Background: an optimization exercise with open tools, aiming at small area, a short achievable clock period and few clock cycles per item. Do not read the settings as production practice. Only simulation tests tie the RTL to the original design; equivalence was not proved.

==> inputs of trial 25 <==
// positional_array_list_unit
module positional_array_list_unit #(
  parameter int CAPACITY = pal_pkg::PAL_CAPACITY
) (
  input  wire logic                      clk,
  input  wire logic                      rst,
  input  wire logic                      req_valid,
  output      logic                      req_ready,
  input  wire logic [pal_pkg::CMD_W-1:0] req_command,
  input  wire logic [pal_pkg::POS_W-1:0] req_position,
  input  wire logic [pal_pkg::VAL_W-1:0] req_item_value,
  output      logic                      rsp_valid,
  input  wire logic                      rsp_ready,
  output      logic [pal_pkg::STS_W-1:0] rsp_status,
  output      logic [pal_pkg::VAL_W-1:0] rsp_removed_value,
  output      logic [pal_pkg::IDX_W-1:0] rsp_found_index,
  output      logic [pal_pkg::LEN_W-1:0] rsp_list_length
);
make LEC_CHECK=0 CAP_MARGIN=20 CELL_PAD_IN_SITES_GLOBAL_PLACEMENT=2 CORE_MARGIN=2 CORE_UTILIZATION=20 PLACE_DENSITY=0.28 SETUP_SLACK_MARGIN=2.0 SLEW_MARGIN=20 finish   # period 5.5 ns
run.sh (not shown) runs the stock make flow with config.mk's settings and CLKGATE_MAP_FILE= SYNTH_SCRIPT=/design/flow/synth_recipe.tcl, a recipe that flattens the netlist after the stock synthesis.
==> trial 74: changes against trial 25 <==
Settings changed: CELL_PAD_IN_SITES_GLOBAL_PLACEMENT 2 to 1, CORE_UTILIZATION 20 to 24, PLACE_DENSITY 0.28 to 0.32.
==> comparison table <==
metric                                                     trial 25        trial 74
Worst slack at placement                                  -177.7 ps       -51.78 ps
GPL Wtd Cong                                                  1.274           1.372
Simple-gate share of the synthesized area                    7.803%          7.803%
Initial Utilization                                          20.04%          24.04%
Total of cells resized after clock tree synthesis               596             469
Area fraction in compound gates after synthesis              27.66%          27.66%
Detailed placer's ending HPWL                          3,724,000 um    3,336,000 um
Most frequently used flop master after synthesis            dfxtp_1         dfxtp_1
Post-synthesis instance total                                23,520          23,520
Die width                                                   1102 um         1006 um
CTS Buf Count                                                   642             621
Area share of the largest cell type after synthesis          34.78%          34.78%
H-tree Lvls                                                       6               6
Die boundary height                                         1102 um         1006 um
FFs w/ async S/R, synth                                          0%              0%
Synthesized flop and latch total                              4,823           4,823
DP Cell Count                                                40,600          37,320
Post-CTS Setup Inserts                                          276             322
Result of the run                                    did not finish  did not finish
Failing step                                                5_1_grt         5_1_grt
FP Rows                                                         403             368
Cell accounting for the most synthesized area               dfxtp_1         dfxtp_1
Total placed instance area                            291,100 sq um   282,100 sq um
Post-synth design cell area                           241,100 sq um   241,100 sq um
Testbench counts of trial 25, summed over its fixed seeds: cycles 5,640, items 5,600.
Testbench counts of trial 74, summed over its fixed seeds: cycles 5,640, items 5,600.


==> inputs of job 8779 <==
Another version of the RTL of positional_array_list_unit (not shown whole).
clock: 5.5 ns
lec_check: 0
cap_margin: 20
core_margin: 2
core_utilization: 45
place_density: 0.55
slew_margin: 20
==> job 2452: changes against job 8779 <==
Settings changed: SETUP_SLACK_MARGIN set to 2.0.
==> comparison table <==
item	job 2452	job 8779
Number of primary I/O pins	97	97
Most common cell in the synthesized netlist	a221oi_1	a221oi_1
Initial standard-cell utilization of the core	45.2%	45.2%
Most used flip-flop cell after synthesis	dfxtp_1	dfxtp_1
Cell area after placement	275,000 um^2	274,000 um^2
Total setup buffers inserted after CTS	1,060	0
Final GP Congestion	2.02	1.99
PortBufs	96	96
Placed Instances	35,100	35,200
Basic-gate share of the synthesized area counting and, or, nand and nor cells	16.2%	16.2%
Result of the run	aborted with a tool error	aborted with a tool error
Failing step	global routing (5_1_grt)	global routing (5_1_grt)
HPWL after DPL	2,260,000 um	2,260,000 um
Worst slack at placement	0.366 ns	0.399 ns
Vertical die dimension	747 um	747 um
Count of cells resized by post-cts repair	1,815	0
Number of buffers added by the clock tree synthesis step	531	524
Synthesized cell area	248,000 um^2	248,000 um^2
Async SR Flop Fraction	0%	0%
Post-synthesis cell type with the largest combined area	dfxtp_1	dfxtp_1
Synthesis warning total	3	3
Cell variety after synth	93	93
Testbench counts of job 8779, summed over its fixed seeds: cycles 5,632, items 5,600.
Testbench counts of job 2452, summed over its fixed seeds: cycles 5,632, items 5,600.
